Context: an optimization exercise on an open-source flow, tuned for small area, a short achievable clock period and few clock cycles. The choices shown serve that exercise and are no tape-out recipe. In this exercise RTL edits were held to simulation tests only and were not proved equivalent to the original. No activity file was given, so power comes from the tool's default toggle rates.

**design/flow/config.mk**
```make
export PLATFORM = sky130hd
export DESIGN_NAME = prog_instruction_mem
export DESIGN_NICKNAME = prog_instruction_mem
export VERILOG_FILES = /design/flow/design.v
export SDC_FILE = /design/flow/constraint.sdc
export NUM_CORES = 4
export LEC_CHECK = 0
export CAP_MARGIN = 20
export CORE_MARGIN = 2
export CORE_UTILIZATION = 70
export CTS_CLUSTER_DIAMETER = 200
export CTS_CLUSTER_SIZE = 25
export PLACE_DENSITY = 0.82
export SETUP_SLACK_MARGIN = 2.6
export SLEW_MARGIN = 20
```
**design/flow/constraint.sdc**
```tcl
create_clock -name core_clock -period 5.0 [get_ports {clk}]
set_input_delay 1.0000 -clock core_clock [delete_from_list [all_inputs] [get_ports {clk}]]
set_output_delay 1.0000 -clock core_clock [all_outputs]
set_load 0.01 [all_outputs]
```
**design/flow/design.v**
```verilog
package imem_pkg;
    localparam logic [15:0] OP_NOP  = 16'h0000;
    localparam logic [15:0] OP_HALT = 16'hFFFF;
endpackage
module imem_mux4 (
    input  logic [3:0] d_i,
    input  logic [1:0] sel_i,
    output logic       y_o
);
    assign y_o = d_i[sel_i];
endmodule
module imem_array #(
    parameter int unsigned DATA_W = 16,
    parameter int unsigned DEPTH  = 256,
    parameter int unsigned PTR_W  = 8,
    parameter int unsigned LO_N   = 16,
    parameter int unsigned HI_N   = DEPTH / LO_N
) (
    input  logic              clk,
    input  logic [LO_N-1:0]   we_lo_i,
    input  logic [HI_N-1:0]   we_hi_i,
    input  logic [DATA_W-1:0] wdata_i,
    input  logic [PTR_W-1:0]  raddr_i,
    output logic [DATA_W-1:0] rdata_o
);
    logic [DATA_W-1:0] mem_q [DEPTH];
    always_ff @(posedge clk) begin
        for (int w = 0; w < DEPTH; w++) begin
            if (we_hi_i[w / LO_N] && we_lo_i[w % LO_N]) begin
                mem_q[w] <= wdata_i;
            end
        end
    end
    localparam int unsigned NLVL = PTR_W / 2;
    for (genvar b = 0; b < DATA_W; b++) begin : g_rbit
        logic [DEPTH-1:0] lvl [NLVL+1];
        for (genvar w = 0; w < DEPTH; w++) begin : g_leaf
            assign lvl[0][w] = mem_q[w][b];
        end
        for (genvar l = 0; l < NLVL; l++) begin : g_lvl
            for (genvar m = 0; m < (DEPTH >> (2 * (l + 1))); m++) begin : g_mux
                imem_mux4 u_mux (
                    .d_i   (lvl[l][4*m +: 4]),
                    .sel_i (raddr_i[2*l +: 2]),
                    .y_o   (lvl[l+1][m])
                );
            end
            assign lvl[l+1][DEPTH-1:(DEPTH >> (2 * (l + 1)))] = '0;
        end
        assign rdata_o[b] = lvl[NLVL][0];
    end
endmodule
module prog_instruction_mem #(
    parameter int unsigned       ADDR_W    = 16,
    parameter int unsigned       DATA_W    = 16,
    parameter int unsigned       DEPTH     = 256,
    parameter logic [DATA_W-1:0] FILL_WORD = DATA_W'(imem_pkg::OP_NOP)
) (
    input  logic                       clk,
    input  logic                       rst_n,
    input  logic                       fetch_req,
    input  logic [ADDR_W-1:0]          fetch_addr,
    output logic [DATA_W-1:0]          instr,
    output logic                       instr_valid,
    output logic                       addr_fault,
    input  logic                       load_start,
    input  logic                       ld_valid,
    input  logic [DATA_W-1:0]          ld_data,
    input  logic                       ld_last,
    output logic                       ld_ready,
    output logic                       busy,
    output logic                       load_ovf,
    output logic [$clog2(DEPTH+1)-1:0] prog_len
);
    localparam int unsigned PTR_W = (DEPTH > 1) ? $clog2(DEPTH) : 1;
    localparam int unsigned LEN_W = $clog2(DEPTH + 1);
    logic              loading_q;
    logic [LEN_W-1:0]  prog_len_q;      
    logic              load_ovf_q;
    logic [LEN_W-1:0]  len_q;           
    logic              instr_valid_q, addr_fault_q;
    logic [DATA_W-1:0] rdata_q;
    logic              wr_end;
    logic [15:0]       wp_lo_q, wp_hi_q;   
    logic [31:0]       fetch_idx;
    logic              fetch_fault, fetch_accept, fetch_fill;
    logic [DATA_W-1:0] rd_data;
    assign fetch_idx    = 32'(fetch_addr) >> 1;
    assign fetch_fault  = fetch_addr[0] | (fetch_idx >= 32'(DEPTH));
    assign fetch_accept = !loading_q && fetch_req && !load_start;
    assign fetch_fill   = fetch_fault | (fetch_idx >= 32'(len_q));
    assign wr_end = ld_last || (len_q == LEN_W'(DEPTH - 1));
    imem_array #(
        .DATA_W (DATA_W),
        .DEPTH  (DEPTH),
        .PTR_W  (PTR_W)
    ) u_array (
        .clk     (clk),
        .we_lo_i (wp_lo_q),
        .we_hi_i (wp_hi_q),
        .wdata_i (ld_data),
        .raddr_i (fetch_idx[PTR_W-1:0]),
        .rdata_o (rd_data)
    );
    always_ff @(posedge clk or negedge rst_n) begin
        if (!rst_n) begin
            loading_q  <= 1'b0;
            load_ovf_q <= 1'b0;
            len_q      <= '0;
            prog_len_q <= '0;
        end else if (loading_q) begin
            if (ld_valid) begin
                len_q <= len_q + 1'b1;
                if (wr_end) begin
                    loading_q  <= 1'b0;
                    load_ovf_q <= !ld_last;
                    prog_len_q <= len_q + 1'b1;
                end
            end
        end else if (load_start) begin
            loading_q  <= 1'b1;
            load_ovf_q <= 1'b0;
            len_q      <= '0;
        end
    end
    always_ff @(posedge clk or negedge rst_n) begin
        if (!rst_n) begin
            wp_lo_q <= 16'd1;
            wp_hi_q <= '0;
        end else if (loading_q) begin
            if (ld_valid) begin
                wp_lo_q <= {wp_lo_q[14:0], wp_lo_q[15]};
                if (wr_end) begin
                    wp_hi_q <= '0;
                end else if (wp_lo_q[15]) begin
                    wp_hi_q <= {wp_hi_q[14:0], 1'b0};
                end
            end
        end else if (load_start) begin
            wp_lo_q <= 16'd1;
            wp_hi_q <= 16'd1;
        end
    end
    always_ff @(posedge clk or negedge rst_n) begin
        if (!rst_n) begin
            instr_valid_q <= 1'b0;
            addr_fault_q  <= 1'b0;
        end else begin
            instr_valid_q <= fetch_accept;
            addr_fault_q  <= fetch_accept && fetch_fault;
        end
    end
    always_ff @(posedge clk) begin
        rdata_q <= fetch_fill ? FILL_WORD : rd_data;
    end
    assign instr       = rdata_q;
    assign instr_valid = instr_valid_q;
    assign addr_fault  = addr_fault_q;
    assign ld_ready    = loading_q;
    assign busy        = loading_q;
    assign load_ovf    = load_ovf_q;
    assign prog_len    = prog_len_q;
endmodule
```
**design/flow/run.sh**
```bash
#!/bin/bash
# synth_recipe.tcl (not shown) runs the flow's synth.tcl, then flattens the netlist and writes it again
# the make line also repeats each setting of config.mk as NAME=value (left out here)
make -C /OpenROAD-flow-scripts/flow DESIGN_CONFIG=/design/flow/config.mk WORK_HOME=/design/flow/orfs CLKGATE_MAP_FILE= SYNTH_SCRIPT=/design/flow/synth_recipe.tcl finish
```
==> flow_metrics.py, run 1 <==
metrics = {
    "floorplan": {
        "die_area_um2": 233200,
        "dieWidth_um": 482.9,
        "start_util": 0.7050,
        "ios": 68,
        "core-area_um2": 227700,
        "rows": 175,
        "die_h_um": 482.9,
    },
    "worst_setup_path": {
        "critPathKind": "in -> reg",
        "worstRegToRegCells": 9,
        "cp_top_family": "simple AND/OR/NAND/NOR gates",
        "end_kind": "flop",
        "max_stage_delay_ps": 680,
        "crit_buf_inv": 4,
        "cp_data_required_time_ps": 5820,
        "slowest_stage": "nand4b_1",
        "crit_path_max_fanout": 25,
        "crit_chain": "buf_16 -> nor2b_4 -> buf_12 -> buf_4 -> buf_4 -> a211oi_4 -> o21a_1 -> a21oi_2 -> nand4b_1 -> nand4_1",
        "arrival_ps": 3780,
        "cp-start-kind": "input pin",
        "cp_num_cells": 10,
        "crit_path_frequent_cell": "buf_4",
    },
    "logic_synthesis": {
        "yosysTopAreaCell": "edfxtp_1",
        "synth_ff_type": "edfxtp_1",
        "synth_fp_nets": 7570,
        "ys_top_cells_by_count": "4096 x edfxtp_1, 765 x mux4_2, 671 x mux2i_1",
        "synth_most_common_cell": "edfxtp_1",
        "netlist.area_leader.share": 0.7661,
        "synth_edf_count": 4096,
        "synth_cell_types": 54,
        "synth_top_family_by_area": "multiplexers",
        "synthSimpleGateAreaFrac": 0.02169,
        "syn_avg_cell_area_um2": 21.35,
        "synth_compound_area_frac": 0.03126,
        "synthXorXnorAreaFrac": 0.0003273,
        "synth-seq-area-share": 0.7765,
        "netlist_area_um2": 160600,
        "muxShareOfSynthArea": 0.1526,
        "ys_ff_latch": 4166,
        "syn_inst": 7521,
        "async_reset_ff_frac": 0.01296,
        "ys_warn_count": 36,
        "yosys-top-cells-area": "edfxtp_1 77%, mux4_2 11%, mux2i_1 4.2%",
        "synth_fa_ha_area_frac": 0.0008572,
    },
    "detailed_routing": {
        "drc": 0,
        "routed_wl_um": 435300,
        "vias": 83150,
        "drt_iter0_markers": 15180,
        "dr.pass1.iters": 8,
        "via_per_inst": 7.687,
        "wire_per_inst_um": 40.24,
        "antenna_left": 0,
    },
    "clocking": {
        "clockBufferDepth": 3,
        "cts_buffers": 184,
        "cts_tree": "done",
        "cts_sinks": 4166,
        "holdBufCountCts": 0,
        "htree_levels": 4,
        "clk_pin_slew_ps": 100,
        "clk_latency_ps": 910,
        "root_buffer": "clkbuf_16",
    },
    "grt": {
        "gr-usage-all-layers": 0.3716,
        "overflow": 0,
        "grt_pass1_wl_um": 600400,
        "grtUsageMet2": 0.5668,
        "grt-busiest-layer": "met2",
        "grt_use_met1": 0.5121,
        "grt_pass1_vias": 79760,
        "antenna_found_initial": 39,
        "grt_start_max_net_pins": 154,
        "use_met3": 0.08896,
    },
    "pwr": {
        "p_leak_nw": 55.30,
        "power_density_nw_per_um2": 344.6,
        "power.total_mw": 60.05,
        "peakVddDrop_v": 0.0003530,
    },
    "placed_design": {
        "place_ws_ps": -188.5,
        "dpl.hpwl_um": 237000,
        "postPlaceCellArea_um2": 165100,
        "portBuffers": 67,
        "gp_congestion": 0.9265,
    },
    "sta": {
        "slew_violations": 0,
        "max_slew.worst_pin.slew_ps": 1228,
        "rsz0062_at_grt": "true",
        "finalClockSkew_ps": 50.06,
        "min_period_over_period": 0.5918,
        "max_freq_ghz": 0.3380,
        "finalSetupViolCount": 0,
        "setup_ws_ps": 2041,
        "min_period_ps": 2959,
        "final_hold_viol_count": 0,
        "relSlewSlack": 0.1814,
    },
    "min_path": {
        "hold_path_class": "in -> async",
    },
    "finish": {
        "nets": 7764,
        "drive_gt1_frac": 0.2185,
        "finalInstanceArea_um2": 174200,
        "syn_to_final_growth_pct": 8.527,
    },
    "run_status": {
        "status": "finished clean",
    },
    "run": {
        "maxCapViolCount": 0,
    },
}
==> layout by cell type (no fill, tap or decap), types with 31 or more instances in the layout <==
master	instances
a211oi_1	125
a22o_1	31
a22oi_1	63
and2_1	200
and2_2	59
buf_12	59
buf_16	43
buf_4	216
buf_6	54
clkbuf_1	48
clkbuf_16	195
dfrtp_1	32
diode_2	34
edfxtp_1	4096
mux2i_1	655
mux4_2	765
nand2_1	144
nor3_1	58
o21ai_0	134
o21ai_1	46
o22ai_1	234
==> path summary, 6_finish.rpt <==
path | start | endpoint | slack [ps]
max | fetch_addr[5] | rdata_q[1] | 2040
min | rst_n | addr_fault_q | 150
max reg2reg | len_q[8] | rdata_q[1] | 2080
min reg2reg | len_q[8] | len_q[8] | 540
max in group asynchronous | rst_n | prog_len_q[0] | 4130
min in group core_clock | len_q[8] | len_q[8] | 540
==> flip-flops by register name, summed over array words and instances (netlist names) <==
signal,flops
wp_hi_q,16
load_ovf_q,1
rdata_q,16
loading_q,1
len_q,9
instr_valid_q,1
addr_fault_q,1
wp_lo_q,16
prog_len_q,9
u_array.mem_q,4096
==> cell type report <==
type | count | area, µm²
Fill cell | 11230 | 53480
Timing Repair Buffer | 443 | 6038
Multi-Input combinational cell | 2906 | 34510
Clock inverter | 8 | 112.6
Sequential cell | 4166 | 124700
Clock buffer | 237 | 4910
Antenna cell | 34 | 85.08
Inverter | 14 | 77.57
Tap cell | 3009 | 3765
==> through the flow <==
step	util	TNS (ps)	instances	hold slack [ps]
2_1_floorplan	-	0	7521	449.8
3_3_place_gp	0.7250	-231.4	10390	467.6
3_5_place_dp	0.7252	-188.5	10390	480.2
4_1_cts	0.7606	0	10730	155.7
5_1_grt	0.7649	0	10790	192.2
6_report	0.7652	0	10820	146.3
==> routing by layer <==
layer | wire, µm | up-vias
met2 | 204700 | 7599
met1 | 142600 | 42720
met5 | 177 | -
met4 | 27760 | 26
li1 | - | 31550
met3 | 60030 | 1257
==> cell families after synthesis <==
kind of cell	Yosys count
AOI/OAI and AO/OA	782
xor gates and xnor gates	6
adders and majority gates	11
buffers and inverters	453
DFF	4166
muxes	1465
and+or+nand+nor	638
==> repair_timing <==
item,CTS,global route
gates resized for setup,537,95
setup buffers,61,42
setup endpoints to repair,831,244
hold endpoints to repair,0,0
pin swaps,56,37
cloned,36,6
==> where the power goes <==
group / internal (mW) / switching (mW)
Clock: 6.95 / 10.2
Combinational: 1.47 / 2.65
Sequential: 38.5 / 0.307
Testbench counts, summed over its fixed seeds: cycles 20,317.
==> inputs of run 2 (changes only) <==
--- a/design/flow/config.mk
+++ b/design/flow/config.mk
@@ -9,7 +9,6 @@
 export CORE_MARGIN = 2
-export CORE_UTILIZATION = 70
+export CORE_UTILIZATION = 50
 export CTS_CLUSTER_DIAMETER = 200
 export CTS_CLUSTER_SIZE = 25
-export PLACE_DENSITY = 0.82
-export SETUP_SLACK_MARGIN = 2.6
+export SETUP_SLACK_MARGIN = 2.4
 export SLEW_MARGIN = 20
==> run 2 against run 1 <==
Non-clock buffer count is 9 higher. Largest power group unchanged. Setup slack better by 25 ps. Synthesized area stayed put. Clock power hardly changed. Critical endpoint is now rdata_q[15]. Maximum frequency is 0.86% higher. Still clean on timing, DRC and antenna. Count of clock-buffer cells in the layout is 11 higher. Flip-flop and latch count stayed put. Final area is 1.0% higher. Final cell count is 12% higher.
==> flow_metrics.py, run 2 <==
metrics = {
    "logic_synthesis": {
        "syn_avg_cell_area_um2": 21.35,
        "ys_warn_count": 36,
        "async_reset_ff_frac": 0.01296,
        "ys_ff_latch": 4166,
        "syn_inst": 7521,
        "synth_edf_count": 4096,
        "synth_most_common_cell": "edfxtp_1",
        "yosysTopAreaCell": "edfxtp_1",
        "synth_cell_types": 54,
        "synth-seq-area-share": 0.7765,
        "synth_ff_type": "edfxtp_1",
        "ys_top_cells_by_count": "4096 x edfxtp_1, 765 x mux4_2, 671 x mux2i_1",
        "synth_fp_nets": 7570,
        "netlist_area_um2": 160600,
        "yosys-top-cells-area": "edfxtp_1 77%, mux4_2 11%, mux2i_1 4.2%",
        "netlist.area_leader.share": 0.7661,
    },
    "grt": {
        "grt_start_max_net_pins": 153,
        "gr-usage-all-layers": 0.2616,
        "grt_pass1_vias": 75540,
        "grt_pass1_wl_um": 596900,
        "overflow": 0,
        "antenna_found_initial": 28,
    },
    "floorplan": {
        "rows": 208,
        "core-area_um2": 320400,
        "dieWidth_um": 570.7,
        "ios": 68,
        "die_h_um": 570.7,
        "start_util": 0.5011,
        "die_area_um2": 325700,
    },
    "pwr": {
        "peakVddDrop_v": 0.0003434,
        "power_density_nw_per_um2": 343.1,
        "p_leak_nw": 55.32,
        "power.total_mw": 60.41,
    },
    "finish": {
        "drive_gt1_frac": 0.2167,
        "finalInstanceArea_um2": 176100,
        "regMostFlops": "u_array.mem_q",
        "final_cell_mix": "4096 x edfxtp_1, 767 x mux4_2, 647 x mux2i_1",
        "final_common_cell": "edfxtp_1",
        "largest_register_ffs": 4096,
        "nets": 7774,
        "syn_to_final_growth_pct": 9.660,
    },
    "worst_setup_path": {
        "end_kind": "flop",
        "r2r_start": "len_q[0]",
        "cp-start-kind": "input pin",
        "regToRegEndpoint": "rdata_q[15]",
        "cp_data_required_time_ps": 5820,
        "arrival_ps": 3760,
        "crit_chain": "buf_16 -> buf_16 -> inv_16 -> ha_4 -> nand2b_4 -> a21o_1 -> a211oi_4 -> buf_4 -> o21ai_4 -> buf_12 -> buf_12 -> nand4b_1 -> nand4_1",
        "max_stage_delay_ps": 650,
        "worstRegToRegCells": 10,
        "r2r_setup_slack_ps": 2130,
        "crit_path_max_fanout": 8,
        "slowest_stage": "nand4b_1",
        "critPathKind": "in -> reg",
    },
    "clocking": {
        "holdBufCountCts": 0,
        "cts_buffers": 188,
        "cts_sinks": 4166,
        "root_buffer": "clkbuf_16",
        "htree_levels": 4,
        "clk_pin_slew_ps": 100,
        "clockBufferDepth": 4,
        "clk_latency_ps": 940,
        "cts_tree": "done",
    },
    "min_path": {
        "hold_path_class": "in -> async",
    },
    "run_status": {
        "status": "finished clean",
    },
    "sta": {
        "final_hold_viol_count": 0,
        "min_period_over_period": 0.5867,
        "hold_slack_ps": 194.1,
        "finalSetupTns_ps": 0,
        "max_freq_ghz": 0.3409,
        "min_period_ps": 2934,
        "relSlewSlack": 0.2155,
        "max_slew.worst_pin.slew_ps": 1177,
        "slew_violations": 0,
        "finalSetupViolCount": 0,
        "rsz0062_at_grt": "true",
        "finalClockSkew_ps": 59.16,
    },
    "detailed_routing": {
        "vias": 77760,
        "antenna_left": 0,
        "drc": 0,
        "dr.pass1.iters": 6,
        "wire_per_inst_um": 35.70,
        "via_per_inst": 6.420,
        "drt_iter0_markers": 10130,
        "routed_wl_um": 432400,
    },
    "placed_design": {
        "postPlaceCellArea_um2": 167000,
        "gp_congestion": 0.8507,
        "dpl.hpwl_um": 247200,
        "portBuffers": 67,
    },
    "run": {
        "maxCapViolCount": 0,
    },
}
==> run 2: cell types whose count changed in the layout (fill, tap and decap cells not counted), moves of 10 or more <==
cell | previous run | this run
clkbuf_1 | 48 | 58
buf_12 | 59 | 70
dfrtp_1 | 32 | 43
a21oi_2 | 17 | 7
o21ai_0 | 134 | 118
buf_6 | 54 | 38
buf_2 | 2 | 14
and2_2 | 59 | 12
and2_1 | 200 | 247
diode_2 | 34 | 16
dfrtp_2 | 21 | 10
buf_8 | 22 | 35
==> run 2: per-layer routing <==
layer,global-route usage,routed length (µm)
met5,0,46
met4,0.08271,15430
met3,0.03718,33340
met2,0.4228,209500
met1,0.3716,174100
==> run 2: critical path: cells and delay by family <==
| kind | cells | cell delay, ps |
|---|---|---|
| AO/OA/AOI/OAI | 3 | 510 |
| AND/OR/NAND/NOR | 3 | 1070 |
| adder cells (fa/ha/maj) | 1 | 220 |
| buffers and inverters | 6 | 860 |
==> run 2: area by class of cell <==
| cell class | instances | area [µm²] |
|---|---|---|
| antenna | 16 | 40.04 |
| clock buffer | 248 | 4972 |
| clock inverter | 8 | 110.1 |
| fill | 23990 | 144300 |
| inverter | 14 | 71.32 |
| multi-input combinational | 2903 | 34760 |
| sequential | 4166 | 124700 |
| tap | 4305 | 5386 |
| timing repair buffer | 452 | 5973 |
==> run 2: per-stage QoR <==
step / cells / setup WS, ps / utilization
floorplan: 7521 / 1959 / -
global placement: 11710 / 6.013 / 0.5211
detailed placement: 11710 / 9.693 / 0.5211
CTS: 12050 / 2175 / 0.5462
global route: 12100 / 2075 / 0.5495
finish: 12110 / 2066 / 0.5496
==> run 2: power by group <==
part           internal [mW]  switching, mW
Combinational           1.47           2.78
Sequential              38.5          0.165
Clock                   7.04           10.5
Total                   47.0           13.4
==> run 2: how the worst max path moves through the flow <==
stage,startpoint,end,cells after the start
final,fetch_addr[1],rdata_q[15],13
after global routing,fetch_addr[1],rdata_q[9],12
after CTS,fetch_addr[2],rdata_q[6],9
after detailed placement,fetch_addr[4],rdata_q[11],10
after global placement,fetch_addr[4],rdata_q[11],8
after floorplan,fetch_addr[1],rdata_q[13],13
==> run 2: logic make-up after synthesis <==
family,after synthesis,share of synthesized area
and+or+nand+nor,638,0.02169
DFF,4166,0.7765
AOI/OAI and AO/OA,782,0.03126
muxes,1465,0.1526
buffers and inverters,453,0.01677
adders and majority gates,11,0.0008572
xor gates and xnor gates,6,0.0003273
==> run 2: what timing repair did <==
action / CTS / global route
setup buffers: 58 / 35
cloned: 27 / 11
pin swaps: 48 / 45
gates resized for setup: 517 / 111
setup endpoints to repair: 279 / 81
==> inputs of run 3 (changes only) <==
--- a/design/flow/config.mk
+++ b/design/flow/config.mk
@@ -9,6 +9,8 @@
 export CORE_MARGIN = 2
-export CORE_UTILIZATION = 50
+export CORE_UTILIZATION = 65
 export CTS_CLUSTER_DIAMETER = 200
 export CTS_CLUSTER_SIZE = 25
+export PLACE_DENSITY = 0.78
 export SETUP_SLACK_MARGIN = 2.4
 export SLEW_MARGIN = 20
+export TNS_END_PERCENT = 30
==> run 3 against run 2 <==
Sequential share of layout area increased by 0.88 points. Wire length decreased by 4.8%. Combinational power decreased by 5.6%. Final area decreased by 1.2%. Core utilization increased by 16 points. Via count increased by 3.5%. Maximum frequency decreased by 3.0%. Largest power group unchanged. Highest routed layer unchanged.
==> flow_metrics.py, run 3 <==
metrics = {
    "run_status": {
        "status": "finished clean",
    },
    "floorplan": {
        "dieWidth_um": 501.0,
        "core-area_um2": 245700,
        "die_h_um": 501.0,
        "ios": 68,
        "die_area_um2": 251000,
        "rows": 182,
        "start_util": 0.6534,
    },
    "worst_setup_path": {
        "critPathKind": "in -> reg",
        "end_kind": "flop",
        "crit_path_max_fanout": 23,
        "cp_data_required_time_ps": 5860,
        "cp-start-kind": "input pin",
        "arrival_ps": 3880,
    },
    "detailed_routing": {
        "drt_iter0_markers": 14310,
        "routed_wl_um": 411600,
        "dr.pass1.iters": 9,
        "via_per_inst": 7.272,
        "drc": 0,
        "antenna_left": 0,
        "wire_per_inst_um": 37.18,
        "vias": 80510,
    },
    "sta": {
        "finalClockSkew_ps": 75.16,
        "final_hold_viol_count": 0,
        "hold_slack_ps": 153.2,
        "finalSetupTns_ps": 0,
        "rsz0062_at_grt": "true",
        "min_period_ps": 3026,
        "finalSetupViolCount": 0,
        "max_freq_ghz": 0.3305,
        "relSlewSlack": 0.1301,
        "max_slew.worst_pin.slew_ps": 1305,
        "slew_violations": 0,
        "min_period_over_period": 0.6051,
    },
    "pwr": {
        "peakVddDrop_v": 0.0003950,
        "power.total_mw": 60.10,
        "power_density_nw_per_um2": 345.6,
        "p_leak_nw": 54.91,
    },
    "logic_synthesis": {
        "synth-seq-area-share": 0.7765,
        "async_reset_ff_frac": 0.01296,
        "ys_warn_count": 36,
        "ys_top_cells_by_count": "4096 x edfxtp_1, 765 x mux4_2, 671 x mux2i_1",
        "syn_inst": 7521,
        "synth_most_common_cell": "edfxtp_1",
        "syn_avg_cell_area_um2": 21.35,
        "synth_cell_types": 54,
        "ys_ff_latch": 4166,
        "synth_edf_count": 4096,
        "synth_ff_type": "edfxtp_1",
        "synth_fp_nets": 7570,
        "netlist.area_leader.share": 0.7661,
        "netlist_area_um2": 160600,
        "yosysTopAreaCell": "edfxtp_1",
        "yosys-top-cells-area": "edfxtp_1 77%, mux4_2 11%, mux2i_1 4.2%",
    },
    "clocking": {
        "cts_sinks": 4166,
        "holdBufCountCts": 0,
        "cts_buffers": 184,
        "htree_levels": 4,
        "clockBufferDepth": 3,
        "clk_pin_slew_ps": 100,
        "cts_tree": "done",
        "root_buffer": "clkbuf_16",
        "clk_latency_ps": 940,
    },
    "finish": {
        "syn_to_final_growth_pct": 8.309,
        "final_cell_mix": "4096 x edfxtp_1, 766 x mux4_2, 639 x mux2i_1",
        "nets": 7747,
        "regMostFlops": "u_array.mem_q",
        "final_common_cell": "edfxtp_1",
        "largest_register_ffs": 4096,
        "drive_gt1_frac": 0.2106,
    },
    "grt": {
        "grt_pass1_wl_um": 576200,
        "grt_pass1_vias": 77640,
        "grt_start_max_net_pins": 138,
        "gr-usage-all-layers": 0.3273,
        "overflow": 0,
        "antenna_found_initial": 34,
    },
    "placed_design": {
        "dpl.hpwl_um": 234400,
        "gp_congestion": 0.8988,
        "portBuffers": 67,
    },
    "min_path": {
        "hold_path_class": "in -> async",
    },
    "run": {
        "maxCapViolCount": 0,
    },
}
-- run 3: cell types whose count changed in the layout (fill, tap and decap cells not counted), moves of 12 or more --
cell       delta
a211oi_2     -15
buf_12       -16
clkbuf_1     +18
buf_8        -14
clkbuf_16    -14
a22oi_1      +12
mux2i_2      +12
a211oi_1     +21
a22oi_2      -12
diode_2      +47
-- run 3: where the power goes --
group / switching (mW) / total, mW / internal, mW
registers: 0.280 / 38.8 / 38.5
logic: 2.60 / 4.01 / 1.40
clock network: 10.4 / 17.3 / 6.97
-- run 3: worst max-delay path: stages --
cell and delay, ps:
buf_6 250, nor2b_4 260, buf_4 290, buf_4 420, buf_4 260, a211oi_1 100
buf_4 160, o21ai_0 100, nand4b_1 730, nand4_1 270
-- run 3: repair_timing --
item                                    in CTS  in global routing
gates cloned                                26                  1
pin swaps                                   60                 37
buffers inserted                            62                 37
gates resized for setup                    451                 82
endpoints found under the hold margin        0                  0
endpoints found under the setup margin     324                405
-- run 3: layer usage --
layer	vias up	global-route usage	routed length, µm
met5	-	0	186
li1	31570	-	-
met4	28	0.1249	16990
met1	41940	0.4594	143700
met2	6165	0.5139	199200
met3	815	0.07157	51490
-- run 3: metrics by stage --
stage | area (µm²) | worst slack [ps] | util | cells
finish | 173900 | 1974 | 0.7077 | 11070
global route | 173800 | 2077 | 0.7072 | 11020
CTS | 173000 | 2207 | 0.7042 | 10970
detailed placement | 165300 | 142.4 | 0.6727 | 10610
global placement | 165300 | 259.4 | 0.6727 | 10610
floorplan | 160600 | 1959 | - | 7521
-- run 3: final cells by class --
type / instances / area (µm²)
Multi-Input combinational cell: 2905 / 34450
Clock inverter: 15 / 307.8
Sequential cell: 4166 / 124700
Clock buffer: 261 / 4915
Tap cell: 3220 / 4029
Inverter: 14 / 61.31
Fill cell: 13690 / 71820
Antenna cell: 63 / 157.7
Timing Repair Buffer: 427 / 5231
-- run 3: logic make-up (layout without fill, tap and decap cells) --
kind of cell,after synthesis,after routing,share of synthesized area
adders and majority gates,11,11,0.0008572
DFF,4166,4166,0.7765
AOI/OAI and AO/OA,782,782,0.03126
buffers and inverters,453,717,0.01677
other,0,63,0
muxes,1465,1465,0.1526
and+or+nand+nor,638,641,0.02169
xor gates and xnor gates,6,6,0.0003273
-- run 3: final timing paths --
path | start | endpoint | slack (ps) | cells after the start
max | fetch_addr[3] | rdata_q[7] | 1970 | 10
min | rst_n | load_ovf_q | 150 | 1
max reg2reg | len_q[7] | rdata_q[4] | 2030 | 10
min reg2reg | len_q[4] | len_q[4] | 530 | 2
max in group asynchronous | rst_n | wp_lo_q[3] | 4100 | 1
min in group core_clock | ld_data[5] | u_array.mem_q[116][5] | 450 | 1
==> inputs of run 4 (changes only) <==
--- a/design/flow/config.mk
+++ b/design/flow/config.mk
@@ -15,2 +15 @@
 export SLEW_MARGIN = 20
-export TNS_END_PERCENT = 30
==> run 4 against run 3 <==
Final area decreased by 0.64%. Sequential power about the same. Critical path type unchanged. Core utilization decreased by 0.45 points. Global-route usage decreased by 0.75 points.
==> flow_metrics.py, run 4 <==
metrics = {
    "pwr": {
        "p_leak_nw": 54.47,
        "power.total_mw": 59.78,
        "comb_power_share": 0.066,
        "seqPwrFrac": 0.648,
        "power_density_nw_per_um2": 346.0,
        "swShare": 0.2170,
        "peakVddDrop_v": 0.0003922,
        "internal-power_mw": 46.80,
        "p_sw_mw": 12.97,
        "p_clk_frac": 0.287,
    },
    "sta": {
        "setup_ws_ps": 2033,
        "slew_violations": 0,
        "min_period_over_period": 0.5935,
        "max_freq_ghz": 0.3370,
        "finalClockSkew_ps": 59.92,
        "max_slew.worst_pin.slew_ps": 1143,
        "final_hold_viol_count": 0,
        "finalSetupTns_ps": 0,
        "hold_slack_ps": 209.6,
        "min_period_ps": 2967,
        "rsz0062_at_grt": "true",
        "relSlewSlack": 0.2382,
        "finalSetupViolCount": 0,
    },
    "logic_synthesis": {
        "synth_edf_count": 4096,
        "async_reset_ff_frac": 0.01296,
        "syn_inst": 7521,
        "ys_ff_latch": 4166,
        "netlist.area_leader.share": 0.7661,
        "synth_fp_nets": 7570,
        "yosysTopAreaCell": "edfxtp_1",
        "synth_most_common_cell": "edfxtp_1",
        "netlist_area_um2": 160600,
        "ys_top_cells_by_count": "4096 x edfxtp_1, 765 x mux4_2, 671 x mux2i_1",
        "synth_ff_type": "edfxtp_1",
        "synth-seq-area-share": 0.7765,
        "ys_warn_count": 36,
        "synth_cell_types": 54,
        "yosys-top-cells-area": "edfxtp_1 77%, mux4_2 11%, mux2i_1 4.2%",
        "syn_avg_cell_area_um2": 21.35,
    },
    "detailed_routing": {
        "wire_per_inst_um": 36.55,
        "vias": 79340,
        "drt_iter0_markers": 12480,
        "routed_wl_um": 401000,
        "drc": 0,
        "antenna_left": 0,
        "dr.pass1.iters": 6,
        "via_per_inst": 7.233,
    },
    "worst_setup_path": {
        "critPathKind": "in -> reg",
        "crit_chain": "bufbuf_16 -> bufbuf_16 -> mux4_2 -> mux2i_1 -> o21ai_0 -> nor3_2 -> nor3_1 -> a31oi_4 -> buf_4 -> o311ai_1",
        "crit_buf_inv": 3,
        "slowest_stage": "mux4_2",
        "arrival_ps": 3720,
        "crit_path_frequent_cell": "bufbuf_16",
        "cp-start-kind": "input pin",
        "max_stage_delay_ps": 490,
        "cp_top_family": "multiplexers",
        "end_kind": "flop",
        "crit_path_max_fanout": 9,
        "cp_data_required_time_ps": 5750,
    },
    "placed_design": {
        "dpl.hpwl_um": 235900,
        "portBuffers": 67,
        "place_ws_ps": 48.32,
        "gp_congestion": 0.8935,
    },
    "grt": {
        "grt_start_max_net_pins": 149,
        "antenna_found_initial": 28,
        "overflow": 0,
        "gr-usage-all-layers": 0.3198,
        "grt_pass1_wl_um": 565300,
        "grt_pass1_vias": 76690,
    },
    "min_path": {
        "hold_path_class": "in -> async",
    },
    "clocking": {
        "cts_buffers": 184,
        "root_buffer": "clkbuf_16",
        "clk_pin_slew_ps": 100,
        "htree_levels": 4,
        "cts_sinks": 4166,
        "clk_latency_ps": 910,
        "holdBufCountCts": 0,
        "cts_tree": "done",
        "clockBufferDepth": 3,
    },
    "finish": {
        "final_cell_mix": "4096 x edfxtp_1, 766 x mux4_2, 656 x mux2i_1",
        "regMostFlops": "u_array.mem_q",
        "final_common_cell": "edfxtp_1",
        "drive_gt1_frac": 0.2001,
        "syn_to_final_growth_pct": 7.613,
        "nets": 7682,
        "largest_register_ffs": 4096,
    },
    "floorplan": {
        "die_area_um2": 251000,
        "dieWidth_um": 501.0,
        "ios": 68,
        "rows": 182,
        "core-area_um2": 245700,
        "start_util": 0.6534,
        "die_h_um": 501.0,
    },
    "run_status": {
        "status": "finished clean",
    },
    "run": {
        "maxCapViolCount": 0,
    },
}
-- run 4: changes by cell type in the layout (fill, tap and decap cells not counted), moves of 6 or more --
cell,delta
mux2i_2,-11
buf_4,-36
nor3_1,+7
a21oi_2,-6
mux2i_4,-6
buf_16,-8
clkbuf_1,-17
diode_2,-19
mux2i_1,+17
buf_6,-15
o21ai_0,+8
a21oi_1,+6
and2_2,+10
and2_1,-10
-- run 4: logic make-up (layout without fill, tap and decap cells) --
family                     Yosys count  count (layout)  share of synthesized area
xor gates and xnor gates             6               6                  0.0003273
AOI/OAI and AO/OA                  782             782                    0.03126
DFF                               4166            4166                     0.7765
buffers and inverters              453             638                    0.01677
other                                0              44                          0
and+or+nand+nor                    638             638                    0.02169
adders and majority gates           11              11                  0.0008572
muxes                             1465            1465                     0.1526
-- run 4: worst paths after layout --
kind / startpoint / end / slack, ps / cells past startpoint
worst max-delay path: fetch_addr[1] / rdata_q[5] / 2030 / 10
worst min-delay path: rst_n / instr_valid_q / 210 / 1
worst max register to register: len_q[5] / rdata_q[14] / 2110 / 11
worst min register to register: len_q[4] / len_q[4] / 530 / 2
max in group asynchronous: rst_n / prog_len_q[0] / 4070 / 1
min in group core_clock: len_q[4] / len_q[4] / 530 / 2
-- run 4: through the flow --
step	cell area, µm²	cells	util
2_1_floorplan	160600	7521	-
3_3_place_gp	165300	10590	0.6727
3_5_place_dp	165300	10590	0.6727
4_1_cts	172300	10900	0.7011
5_1_grt	172700	10930	0.7028
6_report	172800	10970	0.7032
-- run 4: per-layer routing --
metal	share of wire	GRT usage
met3	0.12	0.07211
met4	0.047	0.1386
met1	0.36	0.4497
met5	0.00028	0
met2	0.48	0.4919
-- run 4: area by class of cell --
cell class                      instances  area [µm²]
Fill cell                           13830       72930
Clock buffer                          248        4951
Tap cell                             3220        4029
Clock inverter                         11       197.7
Timing Repair Buffer                  365        4482
Sequential cell                      4166      124700
Antenna cell                           44       110.1
Multi-Input combinational cell       2902       34200
Inverter                               14       68.82
-- run 4: what timing repair did --
item | 4_1_cts | 5_1_grt
cloned | 18 | 2
setup endpoints to repair | 447 | 253
buffers inserted | 34 | 21
gates resized for setup | 404 | 56
pin swaps | 45 | 26
-- run 4: power groups by stage --
stage / registers (mW) / clock network (mW) / logic, mW
finish: 38.7 / 17.1 / 3.92
global route: 38.7 / 18.2 / 4.04
CTS: 38.7 / 17.2 / 3.82
detailed placement: 39.5 / 0 / 3.62
global placement: 39.5 / 0 / 3.55
floorplan: 39.3 / 0 / 1.88
==> inputs of run 5 (changes only) <==
--- a/design/flow/config.mk
+++ b/design/flow/config.mk
@@ -13,3 +13,3 @@
 export PLACE_DENSITY = 0.78
-export SETUP_SLACK_MARGIN = 2.4
+export SETUP_SLACK_MARGIN = 2.1
 export SLEW_MARGIN = 20
==> run 5 against run 4 <==
Total power decreased by 0.25%. Largest cell class unchanged. Critical path type unchanged. Synthesized area did not move. Still clean on timing, DRC and antenna. Combinational power decreased by 1%.
==> flow_metrics.py, run 5 <==
metrics = {
    "logic_synthesis": {
        "synth_edf_count": 4096,
        "syn_inst": 7521,
        "yosys-top-cells-area": "edfxtp_1 77%, mux4_2 11%, mux2i_1 4.2%",
        "synth_ff_type": "edfxtp_1",
        "synth_fp_nets": 7570,
        "netlist.area_leader.share": 0.7661,
        "synth_most_common_cell": "edfxtp_1",
        "ys_warn_count": 36,
        "async_reset_ff_frac": 0.01296,
        "ys_top_cells_by_count": "4096 x edfxtp_1, 765 x mux4_2, 671 x mux2i_1",
        "synth-seq-area-share": 0.7765,
        "synth_cell_types": 54,
        "ys_ff_latch": 4166,
        "netlist_area_um2": 160600,
        "syn_avg_cell_area_um2": 21.35,
        "yosysTopAreaCell": "edfxtp_1",
    },
    "clocking": {
        "cts_buffers": 184,
        "cts_tree": "done",
        "htree_levels": 4,
        "root_buffer": "clkbuf_16",
        "clockBufferDepth": 3,
        "holdBufCountCts": 0,
        "clk_pin_slew_ps": 100,
        "cts_sinks": 4166,
        "clk_latency_ps": 910,
    },
    "floorplan": {
        "dieWidth_um": 501.0,
        "start_util": 0.6534,
        "die_h_um": 501.0,
        "die_area_um2": 251000,
        "core-area_um2": 245700,
        "rows": 182,
        "ios": 68,
    },
    "placed_design": {
        "gp_congestion": 0.9347,
        "portBuffers": 67,
        "dpl.hpwl_um": 234400,
    },
    "grt": {
        "grtUsageMet2": 0.4818,
        "grt_pass1_wl_um": 560800,
        "gr-usage-all-layers": 0.3173,
        "grt_pass1_vias": 75450,
        "antenna_found_initial": 42,
        "grt-busiest-layer": "met2",
        "grt_start_max_net_pins": 178,
        "use_met3": 0.07886,
        "grt_use_met1": 0.4566,
        "overflow": 0,
    },
    "detailed_routing": {
        "antenna_left": 0,
        "routed_wl_um": 399200,
        "dr.pass1.iters": 7,
        "wire_per_inst_um": 36.32,
        "drt_iter0_markers": 13910,
        "via_per_inst": 7.212,
        "vias": 79280,
        "drc": 0,
    },
    "worst_setup_path": {
        "arrival_ps": 3840,
        "crit_path_frequent_cell": "buf_16",
        "cp_data_required_time_ps": 5810,
        "end_kind": "flop",
        "slowest_stage": "nand4_1",
        "max_stage_delay_ps": 640,
        "critPathKind": "in -> reg",
        "r2r_start": "len_q[5]",
        "crit_chain": "buf_16 -> buf_16 -> buf_6 -> mux2i_1 -> o21ai_1 -> nor3_2 -> a21oi_1 -> nand4_1 -> o311ai_2",
        "cp-start-kind": "input pin",
        "worstRegToRegCells": 10,
        "crit_path_max_fanout": 49,
        "cp-endpoint": "rdata_q[8]",
        "r2r_setup_slack_ps": 2050,
        "regToRegEndpoint": "rdata_q[6]",
        "crit_start": "fetch_addr[5]",
    },
    "finish": {
        "drive_gt1_frac": 0.1871,
        "regMostFlops": "u_array.mem_q",
        "syn_to_final_growth_pct": 7.223,
        "fillCellCount": 14060,
        "final_common_cell": "edfxtp_1",
        "nets": 7683,
        "utilization": 0.7006,
        "largest_register_ffs": 4096,
        "final_cell_mix": "4096 x edfxtp_1, 765 x mux4_2, 664 x mux2i_1",
    },
    "sta": {
        "finalClockSkew_ps": 41.58,
        "finalSetupViolCount": 0,
        "min_period_ps": 3035,
        "slew_violations": 0,
        "max_freq_ghz": 0.3295,
        "max_slew.worst_pin.slew_ps": 1256,
        "rsz0062_at_grt": "true",
        "min_period_over_period": 0.6070,
        "final_hold_viol_count": 0,
        "relSlewSlack": 0.1626,
    },
    "run_status": {
        "status": "finished clean",
    },
    "run": {
        "maxCapViolCount": 0,
    },
    "pwr": {
        "power.total_mw": 59.63,
        "peakVddDrop_v": 0.0004040,
        "p_leak_nw": 54.36,
        "power_density_nw_per_um2": 346.4,
    },
    "min_path": {
        "hold_path_class": "in -> async",
    },
}
-- run 5: power by group --
| part | switching (mW) | internal (mW) | total (mW) |
|---|---|---|---|
| registers | 0.219 | 38.5 | 38.7 |
| clock network | 10.1 | 6.96 | 17.1 |
| logic | 2.56 | 1.31 | 3.87 |
| total | 12.9 | 46.7 | 59.6 |
-- run 5: logic make-up after synthesis --
logic type | Yosys count | synth area share
xor gates and xnor gates | 6 | 0.0003273
DFF | 4166 | 0.7765
and+or+nand+nor | 638 | 0.02169
adders and majority gates | 11 | 0.0008572
buffers and inverters | 453 | 0.01677
AOI/OAI and AO/OA | 782 | 0.03126
muxes | 1465 | 0.1526
-- run 5: worst min-delay path by stage --
| stage | depth (start not counted) | to | slack (ps) |
|---|---|---|---|
| floorplan | 2 | len_q[8] | 450 |
| global placement | 2 | len_q[8] | 470 |
| detailed placement | 2 | len_q[8] | 470 |
| CTS | 1 | wp_hi_q[4] | 190 |
| global route | 1 | wp_hi_q[4] | 250 |
| finish | 1 | wp_hi_q[4] | 200 |
-- run 5: final cells by class --
| type | count | area, µm² | share of cell area |
|---|---|---|---|
| sequential | 4166 | 124700 | 0.7245 |
| multi-input combinational | 2904 | 33870 | 0.1967 |
| clock buffer | 252 | 4945 | 0.02872 |
| timing repair buffer | 364 | 4253 | 0.02470 |
| tap | 3220 | 4029 | 0.02340 |
| antenna | 63 | 157.7 | 0.0009158 |
| clock inverter | 9 | 111.4 | 0.0006469 |
| inverter | 14 | 61.31 | 0.0003561 |
-- run 5: worst max-delay path, delay by kind of cell --
kind	cells	cell delay, ps
mux	1	150
compound gates	3	850
simple gates	2	730
buf+inv	3	940
-- run 5: timing repair --
item / 4_1_cts / 5_1_grt
setup buffers: 24 / 23
endpoints found under the setup margin: 42 / 19
resized for setup: 129 / 97
gates cloned: 12 / 3
pin swaps: 6 / 20
-- run 5: per-layer routing --
metal | vias to the layer above | share of wire
met2 | 5391 | 0.47
met1 | 41680 | 0.36
li1 | 31450 | -
met3 | 746 | 0.13
met5 | - | 0.00032
met4 | 20 | 0.039
-- run 5: per-stage QoR --
step / setup WS (ps) / area [µm²] / setup TNS, ps / hold slack [ps] / std cells
CTS: 1981 / 171300 / 0 / 191.4 / 10900
finish: 1965 / 172100 / 0 / 204.4 / 10990
global route: 2028 / 172000 / 0 / 245.8 / 10940
global placement: -440.0 / 165200 / -440.0 / 466.4 / 10610
floorplan: 1959 / 160600 / 0 / 449.8 / 7521
detailed placement: -247.8 / 165200 / -247.8 / 472.3 / 10610
==> inputs of run 6 (changes only) <==
--- a/design/flow/config.mk
+++ b/design/flow/config.mk
@@ -13,3 +13,3 @@
 export PLACE_DENSITY = 0.78
-export SETUP_SLACK_MARGIN = 2.1
+export SETUP_SLACK_MARGIN = 2.2
 export SLEW_MARGIN = 20
==> run 6 against run 5 <==
Hold slack worse by 47 ps. Sequential share of layout area down 0.12 points. Core utilization is 0.11 points higher. Wire length up 0.30%. Register-to-register slack improved by 50 ps. Via count grew 0.20%. Clock skew up 13 ps. Final cell count down 0.37%. Critical path depth unchanged. Clock power about the same. Flip-flop and latch count is the same. Maximum frequency up 3.1%. Largest cell class unchanged.
==> flow_metrics.py, run 6 <==
metrics = {
    "detailed_routing": {
        "drc": 0,
        "vias": 79440,
        "drt_iter0_markers": 12410,
        "dr.pass1.iters": 8,
        "routed_wl_um": 400400,
        "via_per_inst": 7.254,
        "antenna_left": 0,
        "wire_per_inst_um": 36.56,
    },
    "grt": {
        "grt_pass1_vias": 76420,
        "grt_start_max_net_pins": 149,
        "antenna_found_initial": 36,
        "overflow": 0,
        "grt_pass1_wl_um": 562500,
        "gr-usage-all-layers": 0.3179,
    },
    "placed_design": {
        "dpl.hpwl_um": 235900,
        "place_inst": 10590,
        "gp_congestion": 0.8935,
        "portBuffers": 67,
    },
    "pwr": {
        "p_clk_frac": 0.287,
        "comb_power_share": 0.065,
        "p_leak_nw": 54.36,
        "p_sw_mw": 12.98,
        "swShare": 0.2171,
        "seqPwrFrac": 0.648,
        "internal-power_mw": 46.79,
        "power_density_nw_per_um2": 346.6,
        "peakVddDrop_v": 0.0004033,
    },
    "finish": {
        "utilization": 0.7018,
        "largest_register_ffs": 4096,
        "final_common_cell": "edfxtp_1",
        "nets": 7659,
        "syn_to_final_growth_pct": 7.398,
        "fin_cells": 10950,
        "final_cell_mix": "4096 x edfxtp_1, 765 x mux4_2, 659 x mux2i_1",
        "drive_gt1_frac": 0.1885,
        "regMostFlops": "u_array.mem_q",
    },
    "logic_synthesis": {
        "syn_avg_cell_area_um2": 21.35,
        "synth-seq-area-share": 0.7765,
        "synth_fp_nets": 7570,
        "netlist_area_um2": 160600,
        "yosys-top-cells-area": "edfxtp_1 77%, mux4_2 11%, mux2i_1 4.2%",
        "synth_ff_type": "edfxtp_1",
        "synth_edf_count": 4096,
        "synth_cell_types": 54,
        "ys_top_cells_by_count": "4096 x edfxtp_1, 765 x mux4_2, 671 x mux2i_1",
        "async_reset_ff_frac": 0.01296,
        "yosysTopAreaCell": "edfxtp_1",
        "synth_most_common_cell": "edfxtp_1",
        "ys_warn_count": 36,
        "netlist.area_leader.share": 0.7661,
        "ys_ff_latch": 4166,
        "syn_inst": 7521,
    },
    "sta": {
        "max_freq_ghz": 0.3399,
        "rsz0062_at_grt": "true",
        "max_slew.worst_pin.slew_ps": 1287,
        "min_period_over_period": 0.5885,
        "finalSetupTns_ps": 0,
        "slew_violations": 0,
        "final_hold_viol_count": 0,
        "finalSetupViolCount": 0,
        "hold_slack_ps": 157.6,
        "min_period_ps": 2942,
        "finalClockSkew_ps": 54.56,
        "relSlewSlack": 0.1420,
    },
    "min_path": {
        "hold_path_class": "in -> async",
    },
    "clocking": {
        "cts_tree": "done",
        "clk_pin_slew_ps": 100,
        "cts_sinks": 4166,
        "holdBufCountCts": 0,
        "root_buffer": "clkbuf_16",
        "htree_levels": 4,
        "clk_latency_ps": 910,
        "cts_buffers": 184,
        "clockBufferDepth": 3,
    },
    "floorplan": {
        "dieWidth_um": 501.0,
        "core-area_um2": 245700,
        "die_h_um": 501.0,
        "rows": 182,
        "start_util": 0.6534,
        "ios": 68,
        "die_area_um2": 251000,
    },
    "worst_setup_path": {
        "end_kind": "flop",
        "crit_path_max_fanout": 18,
        "cp-start-kind": "input pin",
        "cp_data_required_time_ps": 5770,
        "arrival_ps": 3710,
        "critPathKind": "in -> reg",
    },
    "run": {
        "maxCapViolCount": 0,
    },
    "run_status": {
        "status": "finished clean",
    },
}
run 6: cell counts after synthesis:
Identical to the previous run, type by type.
run 6: repair_timing:
action,4_1_cts,5_1_grt
buffers inserted,19,16
hold endpoints to repair,0,0
resized for setup,220,79
cloned,11,6
setup endpoints to repair,69,28
pin swaps,25,22
run 6: metal layers:
layer,global-route usage,wire [µm],vias to the layer above
met3,0.06934,47590,813
met1,0.4492,143300,41580
met5,0,149,-
li1,-,-,31370
met2,0.4892,190300,5649
met4,0.1370,19030,22
run 6: worst max-delay path, cell delays in order:
cell and delay [ps]:
buf_16 180, buf_16 210, mux4_2 570, mux2i_1 240, o21ai_0 320, nor3_1 560, nor3_1 140, nand3_1 300
nand4_1 140
run 6: logic make-up after synthesis:
kind of cell / after synthesis / share of synthesized area
AO/OA/AOI/OAI: 782 / 0.03126
XOR/XNOR: 6 / 0.0003273
adder cells (fa/ha/maj): 11 / 0.0008572
buffers and inverters: 453 / 0.01677
flip-flops: 4166 / 0.7765
multiplexers: 1465 / 0.1526
AND/OR/NAND/NOR: 638 / 0.02169
run 6: layout make-up:
class	count	area, µm²
flip-flops and latches	4166	124700
fillers	13930	73280
multi-input cells	2902	34050
clock buffers	248	4951
repair buffers	342	4298
well taps	3220	4029
clock inverters	11	197.7
diodes	48	120.1
inverters	14	66.31
run 6: worst paths after layout:
path,from,end,slack [ps],depth (start not counted)
worst max-delay path,fetch_addr[1],rdata_q[10],2060,9
worst min-delay path,rst_n,addr_fault_q,160,1
worst max register to register,wp_lo_q[5],u_array.mem_q[229][8],2100,2
worst min register to register,len_q[4],len_q[4],500,2
max in group asynchronous,rst_n,wp_lo_q[12],4060,1
min in group core_clock,len_q[4],len_q[4],500,2
run 6: stage by stage:
| step | power [mW] | instance area, µm² | setup WS [ps] |
|---|---|---|---|
| 5_1_grt | 60.94 | 172300 | 2101 |
| 2_1_floorplan | 41.21 | 160600 | 1959 |
| 3_3_place_gp | 43.02 | 165300 | 153.0 |
| 4_1_cts | 59.62 | 171700 | 2056 |
| 6_report | 59.76 | 172400 | 2058 |
| 3_5_place_dp | 43.11 | 165300 | 48.32 |
run 6: power groups by stage:
stage          sequential (mW)  clock [mW]  combinational (mW)
2_1_floorplan             39.3           0                1.88
3_3_place_gp              39.5           0                3.55
3_5_place_dp              39.5           0                3.62
4_1_cts                   38.7        17.2                3.76
5_1_grt                   38.7        18.2                4.01
6_report                  38.7        17.2                3.88

## afterwards: timing with drivers on the ports
Ports are ideal in the flow. The routed layouts listed here were re-timed in OpenROAD.
Step 1 (the two cells are an assumption about what drives the block):
set clk [get_ports {clk}]
set_driving_cell -lib_cell sky130_fd_sc_hd__clkbuf_16 $clk
set_driving_cell -lib_cell sky130_fd_sc_hd__buf_2 [delete_from_list [all_inputs] $clk]
Step 2 also shifts input and output timing later by t, the mid clock arrival at the registers, as if the neighbouring blocks saw the same clock.
a / b / c = ideal / step 1 / step 2; a / b = the first two.
| run | t, ns | setup slack, ns | hold WS [ns] | slew at the worst register clock pin (ns) | cell pins on the clock port's net |
|---|---|---|---|---|---|
| run 1 | 0.986 | 2.041 / 1.799 / 0.813 | 0.146 / 0.074 / 0.541 | 0.11 / 0.11 | 1 |
| run 2 | 1.022 | 2.066 / 1.716 / 0.695 | 0.194 / 0.105 / 0.491 | 0.11 / 0.11 | 1 |
| run 3 | 0.998 | 1.974 / 1.753 / 0.756 | 0.153 / 0.088 / 0.532 | 0.11 / 0.11 | 1 |
| run 4 | 0.979 | 2.033 / 1.774 / 0.795 | 0.210 / 0.145 / 0.530 | 0.11 / 0.11 | 1 |
| run 5 | 0.981 | 1.965 / 1.774 / 0.793 | 0.204 / 0.232 / 0.495 | 0.11 / 0.11 | 1 |
| run 6 | 0.985 | 2.058 / 1.854 / 0.868 | 0.158 / 0.092 / 0.504 | 0.11 / 0.11 | 1 |
After both steps setup and hold are still met in every run listed. The setup slack of run 2, which loses most, moves by -0.350 ns with the drivers and by -1.371 ns with both steps.
